Context: an optimization exercise on an open-source flow, tuned for small area, a short achievable clock period and few clock cycles per item. The choices shown serve that exercise and are no tape-out recipe. Where RTL was checked, it was by simulation tests only, not by an equivalence proof against the original. No functional check of the RTL was part of run 1. Power and IR drop assume default switching activity.

==> flow/design.v (outline; a module is shown in full before it is edited, if it fits) <==
// module mac_fa: 10 lines
// module mac_aoi21: 3 lines
// module mac_oai21: 3 lines
// module mac_nand2: 3 lines
// module mac_nor2: 3 lines
// module mac_xnor2: 3 lines
// module mac_or2: 3 lines
// module mac_ha: 9 lines
// module wallace_mac: 2004 lines
module wallace_mac (
    input  wire        clk,
    input  wire        arst_n,
    input  wire        req,
    output logic       ack,
    input  wire [15:0] a,
    input  wire [15:0] b,
    input  wire [31:0] acc,
    input  wire        cin,
    output logic [32:0] result
);
  // ...
==> flow/flow/run.sh <==
#!/bin/bash
# The standard layout (the standard.sh: ORFS synthesis and place and route,
# unchanged), except that:
#  - the port buffers that global placement inserts on every input and output
#    use a plain buffer cell rather than the delay cell the resizer would pick;
#  - after global routing, ORFS's power recovery downsizes gates off the
#    critical paths.
set -euo pipefail
export BUFFER_PORTS_ARGS="-buffer_cell sky130_fd_sc_hd__buf_2"
export RECOVER_POWER=100
bash standard.sh > standard_flow.log 2>&1
==> flow/standard.sh <==
#!/bin/bash
# synth_recipe.tcl (not shown) runs the flow's synth.tcl, then flattens the netlist and writes it again
# the make line also repeats each setting of config.mk as NAME=value (left out here)
make -C /OpenROAD-flow-scripts/flow DESIGN_CONFIG=/design/flow/config.mk WORK_HOME=/design/flow/orfs CLKGATE_MAP_FILE= SYNTH_SCRIPT=/design/flow/synth_recipe.tcl "${@:-finish}"
==> flow/config.mk <==
export PLATFORM = sky130hd
export DESIGN_NAME = wallace_mac
export DESIGN_NICKNAME = wallace_mac
export VERILOG_FILES = /design/flow/design.v
export SDC_FILE = /design/flow/constraint.sdc
export NUM_CORES = 4
export LEC_CHECK = 0
export CAP_MARGIN = 20
export CORE_MARGIN = 2
export CORE_UTILIZATION = 40
export CTS_BUF_LIST = sky130_fd_sc_hd__clkbuf_8
export SETUP_SLACK_MARGIN = 2.0
export SLEW_MARGIN = 20
export SYNTH_HIERARCHICAL = 1
export SYNTH_MINIMUM_KEEP_SIZE = 0
==> flow/constraint.sdc <==
create_clock -name core_clock -period 6.0 [get_ports {clk}]
set_input_delay 1.2000 -clock core_clock [delete_from_list [all_inputs] [get_ports {clk}]]
set_output_delay 1.2000 -clock core_clock [all_outputs]
set_load 0.01 [all_outputs]
==> impl_metrics.env, run 1 <==
export IMPL_post_route_util_pct=42.0
export IMPL_clockRootBuffer="clkbuf_8"
export IMPL_p_switching_uw=3030
export IMPL_pg_comb_uw=4600
export IMPL_power_uw=6000
export IMPL_inverters=77
export IMPL_synth_top_family_by_area="adder cells"
export IMPL_syn_cell_area_mm2=0.0101
export IMPL_gp_congestion=0.853
export IMPL_outcome="no timing/DRC/antenna violations"
export IMPL_worstPathMaxFanout=16
export IMPL_area_growth_pct=3.79
export IMPL_cts_sinks=77
export IMPL_post_cts_setup_buffers=1
export IMPL_ios=102
export IMPL_use_met3_pct=4.88
export IMPL_postCtsResizedCells=24
export IMPL_worst_setup_path_type="input port to flop"
export IMPL_timing_final_ws_setup_ns=1.23
export IMPL_finalSetupViolCount=0
export IMPL_yosys_area_top_type="fa_1"
export IMPL_path_common_cell="fa_1"
export IMPL_avgSynthCellArea_um2=10.8
export IMPL_die_area_mm2=0.0266
export IMPL_synth_seq_area_share_pct=15.3
export IMPL_core_mm2=0.0250
export IMPL_postCtsHoldBufs=0
export IMPL_grt_pass1_wl_um=37200
export IMPL_multi_input_area_mm2=0.00746
export IMPL_routed_top_layer="met4"
export IMPL_die_w_um=163
export IMPL_hold_class="input port to asynchronous set/reset pin"
export IMPL_muxShareOfSynthArea_pct=0
export IMPL_wl_um=22600
==> run 2, diff against run 1 <==
--- a/flow/design.v
+++ b/flow/design.v
@@ -1548,41 +1548,50 @@
     mac_fa u_fa_73 (.x(nacc_5), .y(pp_0_5), .z(pp_1_4), .s(fs_73), .c(fc_73));
     mac_fa u_fa_74 (.x(nacc_6), .y(pp_0_6), .z(pp_1_5), .s(fs_74), .c(fc_74));
     mac_fa u_fa_75 (.x(pp_2_4), .y(pp_3_3), .z(pp_4_2), .s(fs_75), .c(fc_75));
     mac_fa u_fa_76 (.x(nacc_7), .y(pp_0_7), .z(pp_1_6), .s(fs_76), .c(fc_76));
     mac_fa u_fa_77 (.x(pp_2_5), .y(pp_3_4), .z(pp_4_3), .s(fs_77), .c(fc_77));
     mac_fa u_fa_78 (.x(pp_5_2), .y(pp_6_1), .z(pp_7_0), .s(fs_78), .c(fc_78));
     mac_fa u_fa_79 (.x(pp_2_6), .y(pp_3_5), .z(pp_4_4), .s(fs_79), .c(fc_79));
     mac_fa u_fa_80 (.x(pp_5_3), .y(pp_6_2), .z(pp_7_1), .s(fs_80), .c(fc_80));
-    mac_fa u_ha_1 (.x(pp_8_0), .y(fs_21), .z(1'b1), .s(hs_1), .c(hc_1));
+    mac_xnor2 u_ha_1s (.a(pp_8_0), .b(fs_21), .y(hs_1));
+    mac_or2 u_ha_1c (.a(pp_8_0), .b(fs_21), .y(hc_1));
     mac_fa u_fa_81 (.x(pp_5_4), .y(pp_6_3), .z(pp_7_2), .s(fs_81), .c(fc_81));
     mac_fa u_fa_82 (.x(pp_8_1), .y(pp_9_0), .z(fc_21), .s(fs_82), .c(fc_82));
-    mac_fa u_ha_2 (.x(fs_22), .y(fs_23), .z(1'b1), .s(hs_2), .c(hc_2));
+    mac_xnor2 u_ha_2s (.a(fs_22), .b(fs_23), .y(hs_2));
+    mac_or2 u_ha_2c (.a(fs_22), .b(fs_23), .y(hc_2));
     mac_fa u_fa_83 (.x(pp_8_2), .y(pp_9_1), .z(pp_10_0), .s(fs_83), .c(fc_83));
     mac_fa u_fa_84 (.x(fc_22), .y(fc_23), .z(fs_24), .s(fs_84), .c(fc_84));
-    mac_fa u_ha_3 (.x(fs_25), .y(fs_26), .z(1'b1), .s(hs_3), .c(hc_3));
+    mac_xnor2 u_ha_3s (.a(fs_25), .b(fs_26), .y(hs_3));
+    mac_or2 u_ha_3c (.a(fs_25), .b(fs_26), .y(hc_3));
     mac_fa u_fa_85 (.x(pp_11_0), .y(fc_24), .z(fc_25), .s(fs_85), .c(fc_85));
     mac_fa u_fa_86 (.x(fc_26), .y(fs_27), .z(fs_28), .s(fs_86), .c(fc_86));
-    mac_fa u_ha_4 (.x(fs_29), .y(fs_30), .z(1'b1), .s(hs_4), .c(hc_4));
+    mac_xnor2 u_ha_4s (.a(fs_29), .b(fs_30), .y(hs_4));
+    mac_or2 u_ha_4c (.a(fs_29), .b(fs_30), .y(hc_4));
     mac_fa u_fa_87 (.x(fc_27), .y(fc_28), .z(fc_29), .s(fs_87), .c(fc_87));
     mac_fa u_fa_88 (.x(fc_30), .y(fs_31), .z(fs_32), .s(fs_88), .c(fc_88));
-    mac_fa u_ha_5 (.x(fs_33), .y(fs_34), .z(1'b1), .s(hs_5), .c(hc_5));
+    mac_xnor2 u_ha_5s (.a(fs_33), .b(fs_34), .y(hs_5));
+    mac_or2 u_ha_5c (.a(fs_33), .b(fs_34), .y(hc_5));
     mac_fa u_fa_89 (.x(fc_31), .y(fc_32), .z(fc_33), .s(fs_89), .c(fc_89));
     mac_fa u_fa_90 (.x(fs_35), .y(fs_36), .z(fs_37), .s(fs_90), .c(fc_90));
-    mac_fa u_ha_6 (.x(fc_34), .y(fs_38), .z(1'b1), .s(hs_6), .c(hc_6));
+    mac_xnor2 u_ha_6s (.a(fc_34), .b(fs_38), .y(hs_6));
+    mac_or2 u_ha_6c (.a(fc_34), .b(fs_38), .y(hc_6));
     mac_fa u_fa_91 (.x(fc_35), .y(fc_36), .z(fc_37), .s(fs_91), .c(fc_91));
     mac_fa u_fa_92 (.x(fs_39), .y(fs_40), .z(fc_38), .s(fs_92), .c(fc_92));
-    mac_fa u_ha_7 (.x(fs_41), .y(fs_42), .z(1'b1), .s(hs_7), .c(hc_7));
+    mac_xnor2 u_ha_7s (.a(fs_41), .b(fs_42), .y(hs_7));
+    mac_or2 u_ha_7c (.a(fs_41), .b(fs_42), .y(hc_7));
     mac_fa u_fa_93 (.x(fc_39), .y(fc_40), .z(fs_43), .s(fs_93), .c(fc_93));
     mac_fa u_fa_94 (.x(fs_44), .y(fc_41), .z(fc_42), .s(fs_94), .c(fc_94));
-    mac_fa u_ha_8 (.x(fs_45), .y(fs_46), .z(1'b1), .s(hs_8), .c(hc_8));
+    mac_xnor2 u_ha_8s (.a(fs_45), .b(fs_46), .y(hs_8));
+    mac_or2 u_ha_8c (.a(fs_45), .b(fs_46), .y(hc_8));
     mac_fa u_fa_95 (.x(fc_43), .y(fs_47), .z(fc_44), .s(fs_95), .c(fc_95));
     mac_fa u_fa_96 (.x(fc_45), .y(fc_46), .z(fs_48), .s(fs_96), .c(fc_96));
-    mac_fa u_ha_9 (.x(fs_49), .y(fs_50), .z(1'b1), .s(hs_9), .c(hc_9));
+    mac_xnor2 u_ha_9s (.a(fs_49), .b(fs_50), .y(hs_9));
+    mac_or2 u_ha_9c (.a(fs_49), .b(fs_50), .y(hc_9));
     mac_fa u_fa_97 (.x(fc_47), .y(fs_51), .z(fs_52), .s(fs_97), .c(fc_97));
     mac_fa u_fa_98 (.x(fs_17), .y(fc_48), .z(fc_49), .s(fs_98), .c(fc_98));
     mac_fa u_fa_99 (.x(fc_50), .y(fs_53), .z(fs_54), .s(fs_99), .c(fc_99));
     mac_fa u_fa_100 (.x(fc_51), .y(fc_52), .z(fs_55), .s(fs_100), .c(fc_100));
     mac_fa u_fa_101 (.x(fs_56), .y(fs_19), .z(fs_57), .s(fs_101), .c(fc_101));
     mac_fa u_fa_102 (.x(fc_53), .y(fc_54), .z(fs_58), .s(fs_102), .c(fc_102));
     mac_fa u_fa_103 (.x(fc_55), .y(fc_56), .z(fs_59), .s(fs_103), .c(fc_103));
     mac_fa u_fa_104 (.x(fs_60), .y(fs_61), .z(fs_20), .s(fs_104), .c(fc_104));
@@ -1604,21 +1613,24 @@
     mac_fa u_fa_120 (.x(pp_14_10), .y(pp_15_9), .z(fc_72), .s(fs_120), .c(fc_120));
     mac_fa u_fa_121 (.x(nacc_25), .y(pp_10_15), .z(pp_11_14), .s(fs_121), .c(fc_121));
     mac_fa u_fa_122 (.x(pp_12_13), .y(pp_13_12), .z(pp_14_11), .s(fs_122), .c(fc_122));
     mac_fa u_fa_123 (.x(nacc_26), .y(pp_11_15), .z(pp_12_14), .s(fs_123), .c(fc_123));
     mac_fa u_fa_124 (.x(nacc_3), .y(pp_0_3), .z(pp_1_2), .s(fs_124), .c(fc_124));
     mac_fa u_fa_125 (.x(nacc_4), .y(pp_0_4), .z(pp_1_3), .s(fs_125), .c(fc_125));
     mac_fa u_fa_126 (.x(pp_2_2), .y(pp_3_1), .z(pp_4_0), .s(fs_126), .c(fc_126));
     mac_fa u_fa_127 (.x(pp_2_3), .y(pp_3_2), .z(pp_4_1), .s(fs_127), .c(fc_127));
-    mac_fa u_ha_10 (.x(pp_5_0), .y(fs_73), .z(1'b1), .s(hs_10), .c(hc_10));
+    mac_xnor2 u_ha_10s (.a(pp_5_0), .b(fs_73), .y(hs_10));
+    mac_or2 u_ha_10c (.a(pp_5_0), .b(fs_73), .y(hc_10));
     mac_fa u_fa_128 (.x(pp_5_1), .y(pp_6_0), .z(fc_73), .s(fs_128), .c(fc_128));
-    mac_fa u_ha_11 (.x(fs_74), .y(fs_75), .z(1'b1), .s(hs_11), .c(hc_11));
+    mac_xnor2 u_ha_11s (.a(fs_74), .b(fs_75), .y(hs_11));
+    mac_or2 u_ha_11c (.a(fs_74), .b(fs_75), .y(hc_11));
     mac_fa u_fa_129 (.x(fc_74), .y(fc_75), .z(fs_76), .s(fs_129), .c(fc_129));
-    mac_fa u_ha_12 (.x(fs_77), .y(fs_78), .z(1'b1), .s(hs_12), .c(hc_12));
+    mac_xnor2 u_ha_12s (.a(fs_77), .b(fs_78), .y(hs_12));
+    mac_or2 u_ha_12c (.a(fs_77), .b(fs_78), .y(hc_12));
     mac_fa u_fa_130 (.x(fc_76), .y(fc_77), .z(fc_78), .s(fs_130), .c(fc_130));
     mac_fa u_fa_131 (.x(fs_79), .y(fs_80), .z(hs_1), .s(fs_131), .c(fc_131));
     mac_fa u_fa_132 (.x(fc_79), .y(fc_80), .z(fs_81), .s(fs_132), .c(fc_132));
     mac_fa u_fa_133 (.x(hc_1), .y(hs_2), .z(fs_82), .s(fs_133), .c(fc_133));
     mac_fa u_fa_134 (.x(fc_81), .y(fs_83), .z(hc_2), .s(fs_134), .c(fc_134));
     mac_fa u_fa_135 (.x(hs_3), .y(fc_82), .z(fs_84), .s(fs_135), .c(fc_135));
     mac_fa u_fa_136 (.x(fc_83), .y(hc_3), .z(hs_4), .s(fs_136), .c(fc_136));
     mac_fa u_fa_137 (.x(fc_84), .y(fs_85), .z(fs_86), .s(fs_137), .c(fc_137));
@@ -1680,19 +1692,22 @@
     mac_fa u_fa_193 (.x(fc_160), .y(fs_162), .z(fs_163), .s(fs_193), .c(fc_193));
     mac_fa u_fa_194 (.x(fc_162), .y(fs_164), .z(fs_165), .s(fs_194), .c(fc_194));
     mac_fa u_fa_195 (.x(fs_166), .y(fc_164), .z(fs_167), .s(fs_195), .c(fc_195));
     mac_fa u_fa_196 (.x(fc_166), .y(fs_168), .z(fs_169), .s(fs_196), .c(fc_196));
     mac_fa u_fa_197 (.x(pp_15_13), .y(fc_168), .z(fs_170), .s(fs_197), .c(fc_197));
     mac_fa u_fa_198 (.x(nacc_29), .y(pp_14_15), .z(pp_15_14), .s(fs_198), .c(fc_198));
     mac_fa u_fa_199 (.x(nacc_0), .y(ncin), .z(pp_0_0), .s(fs_199), .c(fc_199));
     mac_fa u_fa_200 (.x(nacc_1), .y(pp_0_1), .z(pp_1_0), .s(fs_200), .c(fc_200));
-    mac_fa u_ha_13 (.x(pp_2_0), .y(fs_171), .z(1'b1), .s(hs_13), .c(hc_13));
-    mac_fa u_ha_14 (.x(fc_171), .y(fs_172), .z(1'b1), .s(hs_14), .c(hc_14));
-    mac_fa u_ha_15 (.x(fc_172), .y(fs_173), .z(1'b1), .s(hs_15), .c(hc_15));
+    mac_xnor2 u_ha_13s (.a(pp_2_0), .b(fs_171), .y(hs_13));
+    mac_or2 u_ha_13c (.a(pp_2_0), .b(fs_171), .y(hc_13));
+    mac_xnor2 u_ha_14s (.a(fc_171), .b(fs_172), .y(hs_14));
+    mac_or2 u_ha_14c (.a(fc_171), .b(fs_172), .y(hc_14));
+    mac_xnor2 u_ha_15s (.a(fc_172), .b(fs_173), .y(hs_15));
+    mac_or2 u_ha_15c (.a(fc_172), .b(fs_173), .y(hc_15));
     mac_fa u_fa_201 (.x(hs_10), .y(fc_173), .z(fs_174), .s(fs_201), .c(fc_201));
     mac_fa u_fa_202 (.x(fs_128), .y(fc_174), .z(fs_175), .s(fs_202), .c(fc_202));
     mac_fa u_fa_203 (.x(fs_129), .y(fc_175), .z(fs_176), .s(fs_203), .c(fc_203));
     mac_fa u_fa_204 (.x(fs_131), .y(fc_176), .z(fs_177), .s(fs_204), .c(fc_204));
     mac_fa u_fa_205 (.x(fs_133), .y(fc_177), .z(fs_178), .s(fs_205), .c(fc_205));
     mac_fa u_fa_206 (.x(fs_135), .y(fc_178), .z(fs_179), .s(fs_206), .c(fc_206));
     mac_fa u_fa_207 (.x(fs_137), .y(fc_179), .z(fs_180), .s(fs_207), .c(fc_207));
     mac_fa u_fa_208 (.x(fs_139), .y(fc_180), .z(fs_181), .s(fs_208), .c(fc_208));
==> flow/flow/run.sh (replaced) <==
#!/bin/bash
# The standard layout (the standard.sh: ORFS synthesis and place and route,
# unchanged), except that the port buffers that global placement inserts on
# every input and output use a plain buffer cell rather than the delay cell
# the resizer would pick by default.
set -euo pipefail
export BUFFER_PORTS_ARGS="-buffer_cell ${PORT_BUFFER:-sky130_fd_sc_hd__buf_2}"
bash standard.sh > standard_flow.log 2>&1
==> flow/config.mk (replaced) <==
export PLATFORM = sky130hd
export DESIGN_NAME = wallace_mac
export DESIGN_NICKNAME = wallace_mac
export VERILOG_FILES = /design/flow/design.v
export SDC_FILE = /design/flow/constraint.sdc
export NUM_CORES = 4
export LEC_CHECK = 0
export CAP_MARGIN = 20
export CORE_MARGIN = 2
export CORE_UTILIZATION = 40
export CTS_BUF_LIST = sky130_fd_sc_hd__clkbuf_8
export SETUP_SLACK_MARGIN = 2.1
export SLEW_MARGIN = 20
export SYNTH_HIERARCHICAL = 1
export SYNTH_MINIMUM_KEEP_SIZE = 0
==> run 2 against run 1 <==
Compared with the run above:
- still clean on timing, DRC and antenna
- die area fell by 0.76%
- non-clock buffer count rose by 2
- core utilization rose by 0.80 points
- clock power fell by 26%
- sequential power fell by 0.7%
- total power rose by 0.39%
- combinational power rose by 3%
- sequential cell count did not move
- first-iteration DRC count fell by 4.9%
- via count rose by 0.53%
- largest power group unchanged
==> impl_metrics.env, run 2 <==
export IMPL_outcome="no timing/DRC/antenna violations"
export IMPL_cp_end_kind="output port"
export IMPL_area_growth_pct=4.16
export IMPL_max_cap_violations=0
export IMPL_worstPathRequired_ns=4.80
export IMPL_h_tree_depth=3
export IMPL_max_slew_margin_rel_pct=63.5
export IMPL_hold_ws_ns=0.587
export IMPL_core_mm2=0.0245
export IMPL_yosysTopAreaCellShare_pct=45.0
export IMPL_grt_usage_pct=18.3
export IMPL_die_w_um=162
export IMPL_synth_ff_type="dfxtp_1"
export IMPL_clockRootBuffer="clkbuf_8"
export IMPL_drive_above_1_share_pct=23.4
export IMPL_synthCells=955
export IMPL_nFillCells=2383
export IMPL_wl_um=22600
export IMPL_async_reset_ff_share_pct=1.30
export IMPL_tightest_slew_ns=0.543
export IMPL_final_common_cell="nand2_1"
export IMPL_post_drt_wl_per_cell_um=17.3
export IMPL_cts_inserted_buffers=9
export IMPL_postCtsHoldBufs=0
export IMPL_p_leak_uw=0.00409
export IMPL_grt_max_degree=18
export IMPL_fp_row_count=57
export IMPL_worst_setup_path_type="flop to output port"
export IMPL_hold_violations=0
export IMPL_cts_sinks=77
export IMPL_dp_slack_ns=1.69
export IMPL_worstPathMaxFanout=17
export IMPL_grt_setup_unrepaired="true"
export IMPL_start_util_pct=41.1
export IMPL_ios=102
export IMPL_grt_pass1_wl_um=36900
export IMPL_slew_violations=0
export IMPL_io_buffers=101
export IMPL_nets=1303
export IMPL_maxClockFrequency_mhz=259
export IMPL_post_route_util_pct=42.8
export IMPL_die_height_um=162
export IMPL_yosysUniqueCellTypes=16
export IMPL_regArea_mm2=0.00155
export IMPL_placed_cell_area_mm2=0.0100
export IMPL_grt_pass1_vias=7029
export IMPL_finalCriticalPeriod_ns=3.87
export IMPL_clk_pin_slew_ns=0.08
export IMPL_avgSynthCellArea_um2=10.5
export IMPL_yosysWarnings=7
export IMPL_hpwl_um=17200
export IMPL_num_vias=6438
export IMPL_crit_arrival_ns=2.67
export IMPL_syn_cell_area_mm2=0.0100
export IMPL_synth_area_top_cells="fa_1, dfxtp_1, nand2_1, buf_6, a21oi_2"
export IMPL_final_cell_mix="nand2_1, fa_1, buf_2"
export IMPL_finalSetupViolCount=0
export IMPL_ys_seq_elements=77
export IMPL_irDropWorstVdd_uv=360
export IMPL_setup_tns_ns=0
export IMPL_grt_ovfl_total=0
export IMPL_hold_class="input port to asynchronous set/reset pin"
export IMPL_drtPass1Iterations=5
export IMPL_ant_nets=0
export IMPL_timing_final_ws_setup_ns=2.13
export IMPL_drc=0
export IMPL_drt_iter0_drc=351
export IMPL_synth_top_cells_by_count="nand2_1, fa_1, inv_1"
export IMPL_synth_seq_area_share_pct=15.4
export IMPL_grt_antenna_before_repair=2
export IMPL_yosysMostFrequentCell="nand2_1"
export IMPL_cts_tree="built"
export IMPL_via_per_inst=4.93
export IMPL_min_period_over_period_pct=64.5
export IMPL_multi_input_area_mm2=0.00745
export IMPL_yosys_area_top_type="fa_1"
export IMPL_gp_congestion=0.842
export IMPL_p_per_area_mw_per_mm2=576
export IMPL_synth_edf_count=0
export IMPL_die_area_mm2=0.0264
export IMPL_stdcell_area_mm2=0.0105
export IMPL_startpoint_type="flop"
export IMPL_cts_buffer_depth=2
==> run 2: layout make-up <==
cell class	count	area share, %
diodes	2	0.0478
clock buffers	9	1.18
clock inverters	6	0.395
inverters	77	2.76
multi-input cells	705	71.2
flip-flops and latches	77	14.8
well taps	324	3.87
repair buffers	105	5.76
==> run 2: critical path: stages, from the launching register on <==
cell     delay [ns]
dfxtp_1        0.33
fa_1           0.52
ha_4           0.31
nand2_1        0.07
nor2_1         0.17
nand2_1        0.09
o21ai_2        0.17
buf_12         0.19
a21oi_2        0.08
xor2_1         0.17
buf_2          0.16
==> run 2: repair_timing <==
action | 4_1_cts | 5_1_grt
gates cloned | 1 | 0
hold endpoints to repair | 0 | 0
pin swaps | 3 | 4
setup endpoints to repair | 18 | 31
setup buffers | 1 | 2
resized for setup | 18 | 29
==> run 2: cells by family (layout without fill, tap and decap cells) <==
logic type                 count (synthesis)  in the layout  share of synthesized area (%)
and+or+nand+nor                          320            320                           12.7
adders and majority gates                260            260                           49.3
buffers and inverters                    174            197                           12.7
AOI/OAI and AO/OA                         79             80                           5.99
DFF                                       77             77                           15.4
xor gates and xnor gates                  45             45                           3.92
other                                      0              2                              0
==> run 2: modules after synthesis (local to each module, per instance) <==
module | times used | area, um2 | cells
mac_or2 | 15 | 6.26 | 1
mac_oai21 | 24 | 5.00 | 1
mac_nand2 | 34 | 3.75 | 1
mac_nor2 | 15 | 3.75 | 1
wallace_mac | 1 | 4510 | 571
mac_aoi21 | 55 | 8.76 | 1
mac_fa | 226 | 20.0 | 1
mac_xnor2 | 15 | 8.76 | 1
==> run 2: per-layer routing <==
| layer | vias up | global-route usage (%) | wire [um] |
|---|---|---|---|
| met4 | 0 | 4.79 | 318 |
| li1 | 2858 | - | - |
| met2 | 230 | 29.9 | 10900 |
| met1 | 3329 | 24.5 | 9490 |
| met5 | - | 0 | 0 |
| met3 | 21 | 4.53 | 1880 |
==> run 2: where the power goes <==
part	internal [uW]	switching [uW]	leakage, uW	total, uW
logic	2090	2660	0.00336	4750
registers	789	126	0.000651	914
clock network	147	212	0.0000771	359
total	3030	3000	0.00409	6030
==> run 2: final timing paths <==
kind / start / end / slack (ns) / depth (start not counted)
max in group asynchronous: arst_n / ack$_DFF_PN0_ / 5.33 / 1
min in group core_clock: req / ack$_DFF_PN0_ / 0.93 / 1
worst min-delay path: arst_n / ack$_DFF_PN0_ / 0.59 / 1
worst max-delay path: r_fs_141$_DFF_P_ / result[29] / 2.13 / 10
==> run 2: stage by stage <==
stage,std cells,total power (uW)
floorplan,955,4720
global placement,1284,5220
detailed placement,1284,5260
CTS,1301,6020
global route,1303,6710
finish,1305,6030
Testbench counts of run 2, summed over its fixed seeds: cycles 16,000, items 8,000.
==> run 3, diff against run 2 <==
--- a/flow/config.mk
+++ b/flow/config.mk
@@ -11,3 +11,3 @@
 export CTS_BUF_LIST = sky130_fd_sc_hd__clkbuf_8
-export SETUP_SLACK_MARGIN = 2.1
+export SETUP_SLACK_MARGIN = 2.0
 export SLEW_MARGIN = 20
==> run 3 against run 2 <==
Compared with the run above:
- sequential cell count unchanged
- synthesized cell count stayed put
- clock power up 34%
- critical endpoint is now r_p0_10$_DFF_P_
- largest power group unchanged
- highest routed layer is now met5
==> impl_metrics.env, run 3 <==
export IMPL_outcome="no timing/DRC/antenna violations"
export IMPL_wl_um=22300
export IMPL_crit_path_top_delay_cell="fa_1"
export IMPL_maxClockFrequency_mhz=255
export IMPL_grt_max_degree=18
export IMPL_nets=1306
export IMPL_ys_seq_elements=77
export IMPL_p_per_area_mw_per_mm2=588
export IMPL_via_per_inst=4.92
export IMPL_finalSetupViolCount=0
export IMPL_cp_end_kind="flop"
export IMPL_path_common_cell="fa_1"
export IMPL_ant_nets=0
export IMPL_die_w_um=162
export IMPL_synth_edf_count=0
export IMPL_core_mm2=0.0245
export IMPL_grt_ovfl_total=0
export IMPL_grt_antenna_before_repair=1
export IMPL_fin_cells=1306
export IMPL_min_period_over_period_pct=65.3
export IMPL_synth_area_top_cells="fa_1, dfxtp_1, nand2_1, buf_6, a21oi_2"
export IMPL_worstPathRequired_ns=6.27
export IMPL_post_place_cells=1284
export IMPL_yosysMostFrequentCell="nand2_1"
export IMPL_finalCriticalPeriod_ns=3.92
export IMPL_multi_input_area_mm2=0.00736
export IMPL_gp_congestion=0.862
export IMPL_num_vias=6420
export IMPL_syn_cell_area_mm2=0.0100
export IMPL_max_cap_violations=0
export IMPL_synth_top_cells_by_count="nand2_1, fa_1, inv_1"
export IMPL_grt_setup_unrepaired="true"
export IMPL_worst_setup_path_type="input port to flop"
export IMPL_worstPathMaxFanout=16
export IMPL_hold_violations=0
export IMPL_die_area_mm2=0.0264
export IMPL_hpwl_um=17600
export IMPL_setup_tns_ns=0
export IMPL_avgSynthCellArea_um2=10.5
export IMPL_fp_row_count=57
export IMPL_die_height_um=162
export IMPL_power_uw=6130
export IMPL_cts_buffer_depth=2
export IMPL_irDropWorstVdd_uv=350
export IMPL_yosysTopAreaCellShare_pct=45.0
export IMPL_clk_pin_slew_ns=0.08
export IMPL_crit_chain="buf_2 -> nand2_1 -> fa_1 -> or2_1 -> fa_1 -> fa_1 -> fa_1 -> ha_1"
export IMPL_cpPeakStageDelay_ns=0.57
export IMPL_cts_inserted_buffers=9
export IMPL_grt_pass1_vias=7019
export IMPL_async_reset_ff_share_pct=1.30
export IMPL_p_leak_uw=0.00412
export IMPL_hold_class="input port to asynchronous set/reset pin"
export IMPL_start_util_pct=41.1
export IMPL_drive_above_1_share_pct=21.5
export IMPL_final_cell_mix="nand2_1, fa_1, buf_2"
export IMPL_post_route_util_pct=42.6
export IMPL_h_tree_depth=3
export IMPL_drtPass1Iterations=4
export IMPL_worstSetupStartpoint="a[4]"
export IMPL_synth_ff_type="dfxtp_1"
export IMPL_yosys_area_top_type="fa_1"
export IMPL_max_slew_margin_rel_pct=60.2
export IMPL_ios=102
export IMPL_drt_iter0_drc=390
export IMPL_final_common_cell="nand2_1"
export IMPL_area_growth_pct=3.85
export IMPL_synthCells=955
export IMPL_startpoint_type="input port"
export IMPL_cts_tree="built"
export IMPL_grt_usage_pct=18.1
export IMPL_yosysWarnings=7
export IMPL_synth_seq_area_share_pct=15.4
export IMPL_cts_sinks=77
export IMPL_grt_pass1_wl_um=36700
export IMPL_tightest_slew_ns=0.593
export IMPL_slew_violations=0
export IMPL_yosysUniqueCellTypes=16
export IMPL_nFillCells=2341
export IMPL_io_buffers=101
export IMPL_post_drt_wl_per_cell_um=17.1
export IMPL_regArea_mm2=0.00155
export IMPL_drc=0
export IMPL_clockRootBuffer="clkbuf_8"
export IMPL_n_antenna_cell=0
export IMPL_crit_arrival_ns=4.18
export IMPL_postCtsHoldBufs=0
==> run 3: cell type report <==
cell class	instances	share of cell area (%)
Multi-Input combinational cell	705	70.5
Sequential cell	77	14.8
Timing Repair Buffer	108	5.71
Tap cell	324	3.89
Inverter	77	2.77
Clock buffer	9	1.19
Clock inverter	6	1.08
==> run 3: final timing paths <==
path | end | depth (start not counted)
worst max-delay path | r_p0_10$_DFF_P_ | 8
worst min-delay path | ack$_DFF_PN0_ | 1
max in group asynchronous | ack$_DFF_PN0_ | 1
min in group core_clock | ack$_DFF_PN0_ | 1
==> run 3: routing by layer <==
layer | global-route usage [%] | vias to the layer above | wire [um]
li1 | - | 2862 | -
met1 | 23.7 | 3284 | 9200
met2 | 30.4 | 241 | 11100
met3 | 4.58 | 31 | 1670
met4 | 4.42 | 2 | 335
met5 | 0 | - | 13
==> run 3: where the power goes <==
| part | internal, uW | switching, uW |
|---|---|---|
| Clock | 275 | 208 |
| Sequential | 788 | 120 |
| Combinational | 2100 | 2630 |
| Total | 3170 | 2960 |
==> run 3: timing repair <==
item                                    4_1_cts  5_1_grt
pin swaps                                     1        3
gates resized for setup                      11       20
buffers inserted                              0        6
endpoints found under the setup margin       17       20
cloned                                        1        0
==> run 3: per-module statistics from Yosys (local to each module, per instance) <==
| module | flip-flops and latches | area [um2] | copies in the design |
|---|---|---|---|
| mac_nand2 | 0 | 3.75 | 34 |
| wallace_mac | 77 | 4510 | 1 |
| mac_nor2 | 0 | 3.75 | 15 |
| mac_xnor2 | 0 | 8.76 | 15 |
| mac_or2 | 0 | 6.26 | 15 |
| mac_oai21 | 0 | 5.00 | 24 |
| mac_aoi21 | 0 | 8.76 | 55 |
| mac_fa | 0 | 20.0 | 226 |
==> run 3: worst max-delay path, delay by kind of cell <==
family	cells	cell delay (ns)
adders and majority gates	5	2.26
buffers and inverters	1	0.31
and+or+nand+nor	2	0.40
==> run 3: stage by stage <==
step | cell area (um2) | hold WS [ns] | setup slack [ns]
final | 10400 | 0.594 | 2.08
after global routing | 10400 | 0.581 | 1.95
after CTS | 10300 | 0.577 | 2.00
after detailed placement | 9990 | 0.976 | 1.62
after global placement | 9990 | 0.974 | 1.65
after floorplan | 10100 | 0.904 | 1.93
==> run 3: kinds of logic (layout without fill, tap and decap cells) <==
| group | after synthesis | in the layout | share of synthesized area [%] |
|---|---|---|---|
| AND/OR/NAND/NOR | 320 | 320 | 12.7 |
| XOR/XNOR | 45 | 45 | 3.92 |
| flip-flops | 77 | 77 | 15.4 |
| adder cells (fa/ha/maj) | 260 | 260 | 49.3 |
| buffers and inverters | 174 | 200 | 12.7 |
| AO/OA/AOI/OAI | 79 | 80 | 5.99 |
==> run 4, diff against run 3 <==
==> flow/flow/run.sh (replaced) <==
#!/bin/bash
# The standard layout (the standard.sh: ORFS synthesis, then place and
# route), with two changes to how the layout is made:
#  - the port buffers that global placement inserts on every input and output
#    use a plain buffer cell (buf_2) rather than the delay cell the resizer
#    would pick by default;
#  - after the standard synthesis, the a21oi and nand2 gates that ABC mapped at
#    drive strength 2 start at drive strength 1 (same function and pins); the
#    resizer sizes up again whatever timing needs.
# Each step's full output goes to its own log file in this folder (ORFS's own
# per-step logs stay under orfs/logs/).
set -euo pipefail
export BUFFER_PORTS_ARGS="-buffer_cell sky130_fd_sc_hd__buf_2"
R="$PWD/orfs/results/sky130hd/wallace_mac/base"
bash standard.sh "$R/1_2_yosys.v" > synth_flow.log 2>&1
sed -i -E 's/sky130_fd_sc_hd__(a21oi|nand2)_2 /sky130_fd_sc_hd__\1_1 /' "$R/1_2_yosys.v"
grep -c "sky130_fd_sc_hd__a21oi_1 \|sky130_fd_sc_hd__nand2_1 " "$R/1_2_yosys.v" > downsize.log 2>&1 || true
bash standard.sh > standard_flow.log 2>&1
==> run 4 against run 3 <==
Compared with the run above:
- still clean
- setup slack lost 0.021 ns
- synthesized area shrank 2.5%
- sequential power is essentially flat
- cell area shrank 0.64%
- non-clock buffer count grew 4
- wire length grew 2.7%
- cell count grew 0.38%
- largest power group unchanged
==> impl_metrics.env, run 4 <==
export IMPL_power_uw=6340
export IMPL_startpoint_type="flop"
export IMPL_outcome="no timing/DRC/antenna violations"
export IMPL_cts_buffer_depth=2
export IMPL_drive_above_1_share_pct=17.5
export IMPL_irDropWorstVdd_uv=412
export IMPL_worstPathRequired_ns=4.80
export IMPL_worstPathMaxFanout=8
export IMPL_fp_row_count=57
export IMPL_clockRootBuffer="clkbuf_8"
export IMPL_grt_usage_pct=18.4
export IMPL_cts_tree="built"
export IMPL_tightest_slew_ns=1.15
export IMPL_nFillCells=2363
export IMPL_grt_antenna_before_repair=1
export IMPL_grt_ovfl_total=0
export IMPL_cts_sinks=77
export IMPL_n_antenna_cell=0
export IMPL_cp_end_kind="output port"
export IMPL_syn_cell_area_mm2=0.00980
export IMPL_min_period_over_period_pct=65.6
export IMPL_grt_max_degree=18
export IMPL_hold_class="input port to asynchronous set/reset pin"
export IMPL_via_per_inst=4.89
export IMPL_io_buffers=101
export IMPL_h_tree_depth=3
export IMPL_hold_ws_ns=0.579
export IMPL_cts_inserted_buffers=9
export IMPL_p_per_area_mw_per_mm2=611
export IMPL_setup_tns_ns=0
export IMPL_grt_setup_unrepaired="true"
export IMPL_p_leak_uw=0.00413
export IMPL_hpwl_um=17500
export IMPL_post_route_util_pct=42.9
export IMPL_start_util_pct=40.5
export IMPL_nets=1310
export IMPL_clk_pin_slew_ns=0.09
export IMPL_synthCells=955
export IMPL_max_cap_violations=0
export IMPL_yosysWarnings=7
export IMPL_gp_congestion=0.868
export IMPL_multi_input_area_mm2=0.00728
export IMPL_postCtsHoldBufs=0
export IMPL_finalSetupViolCount=0
export IMPL_crit_arrival_ns=2.74
export IMPL_ios=102
export IMPL_grt_pass1_wl_um=36400
export IMPL_drc=0
export IMPL_die_w_um=161
export IMPL_die_height_um=161
export IMPL_post_drt_wl_per_cell_um=17.5
export IMPL_slew_violations=0
export IMPL_wl_um=22900
export IMPL_core_mm2=0.0242
export IMPL_final_common_cell="nand2_1"
export IMPL_regArea_mm2=0.00155
export IMPL_finalCriticalPeriod_ns=3.94
export IMPL_drtPass1Iterations=5
export IMPL_hold_violations=0
export IMPL_maxClockFrequency_mhz=254
export IMPL_worst_setup_path_type="flop to output port"
export IMPL_num_vias=6406
export IMPL_avgSynthCellArea_um2=10.3
export IMPL_max_slew_margin_rel_pct=23.3
export IMPL_drt_iter0_drc=323
export IMPL_ant_nets=0
export IMPL_final_cell_mix="nand2_1, fa_1, buf_2"
export IMPL_grt_pass1_vias=6880
export IMPL_area_growth_pct=5.78
export IMPL_die_area_mm2=0.0258
## run 4: area by class of cell
type                       count  area share, %
clock buffer                   9           1.19
clock inverter                 7          0.833
inverter                      77           2.79
multi-input combinational    705           70.2
sequential                    77           15.0
tap                          324           3.91
timing repair buffer         112           6.12
## run 4: routing by layer
metal	up-vias	track usage (%)	share of wire, %
met5	-	0	0
met4	0	5.53	1.8
met3	34	3.64	6.6
met2	225	30.3	48
met1	3279	24.8	43
li1	2868	-	-
## run 4: power breakdown
part | internal, uW | switching (uW)
combinational | 2220 | 2780
clock | 202 | 226
sequential | 790 | 119
## run 4: what timing repair did
item,4_1_cts,5_1_grt
gates cloned,1,2
resized for setup,11,57
buffers inserted,0,8
setup endpoints to repair,14,17
pin swaps,1,21
## run 4: through the flow
stage               setup WS, ns  area [um2]  cells
floorplan                   1.97        9800    955
global placement            1.72        9740   1284
detailed placement          1.67        9740   1284
CTS                         1.98       10000   1301
global route                1.93       10400   1311
finish                      2.06       10400   1311
## run 4: final timing paths
| kind | cells past startpoint | end | startpoint | slack [ns] |
|---|---|---|---|---|
| setup / recovery | 10 | result[20] | r_fs_141$_DFF_P_ | 2.06 |
| hold / removal | 1 | ack$_DFF_PN0_ | arst_n | 0.58 |
| max in group asynchronous | 1 | ack$_DFF_PN0_ | arst_n | 5.34 |
| min in group core_clock | 1 | ack$_DFF_PN0_ | req | 0.92 |
## run 4: worst max-delay path, stage by stage, from the launching register on
cell     delay, ns
dfxtp_2       0.33
fa_1          0.58
ha_4          0.24
a21oi_4       0.14
o21ai_2       0.08
a21oi_2       0.15
o21ai_4       0.13
buf_6         0.22
a21oi_1       0.15
xor2_1        0.19
buf_2         0.16

-- afterwards: timing with drivers on the ports --
Ports are ideal in the flow. The routed layouts listed here were re-timed in OpenROAD.
Step 1, drivers: a clkbuf_16 drives clk and a buf_2 each remaining input, both assumed.
Step 2 adds t to the input delays and takes it off the output delays; t is the mean of the earliest and latest rising clock arrival at the registers after step 1. Input paths then give back, and output paths get back, about the clock's delay inside the block.
a / b / c = ideal ports / drivers / drivers and shift; a / b = the first two.
run | shift t [ns] | slack for setup (ns) | hold slack, ns | cell pins on the clock port's net
run 1 | 0.413 | 1.229 / 1.225 / 0.812 | 0.577 / 0.557 / 0.970 | 1
run 2 | 0.412 | 2.133 / 2.090 / 1.762 | 0.587 / 0.570 / 0.982 | 1
run 3 | 0.408 | 2.083 / 2.068 / 1.672 | 0.594 / 0.576 / 0.985 | 1
run 4 | 0.418 | 2.061 / 2.018 / 1.682 | 0.579 / 0.557 / 0.976 | 1
After both steps every run listed still meets setup and hold. The setup slack of run 1, which loses most, moves by -0.004 ns with the drivers and by -0.417 ns with both steps.
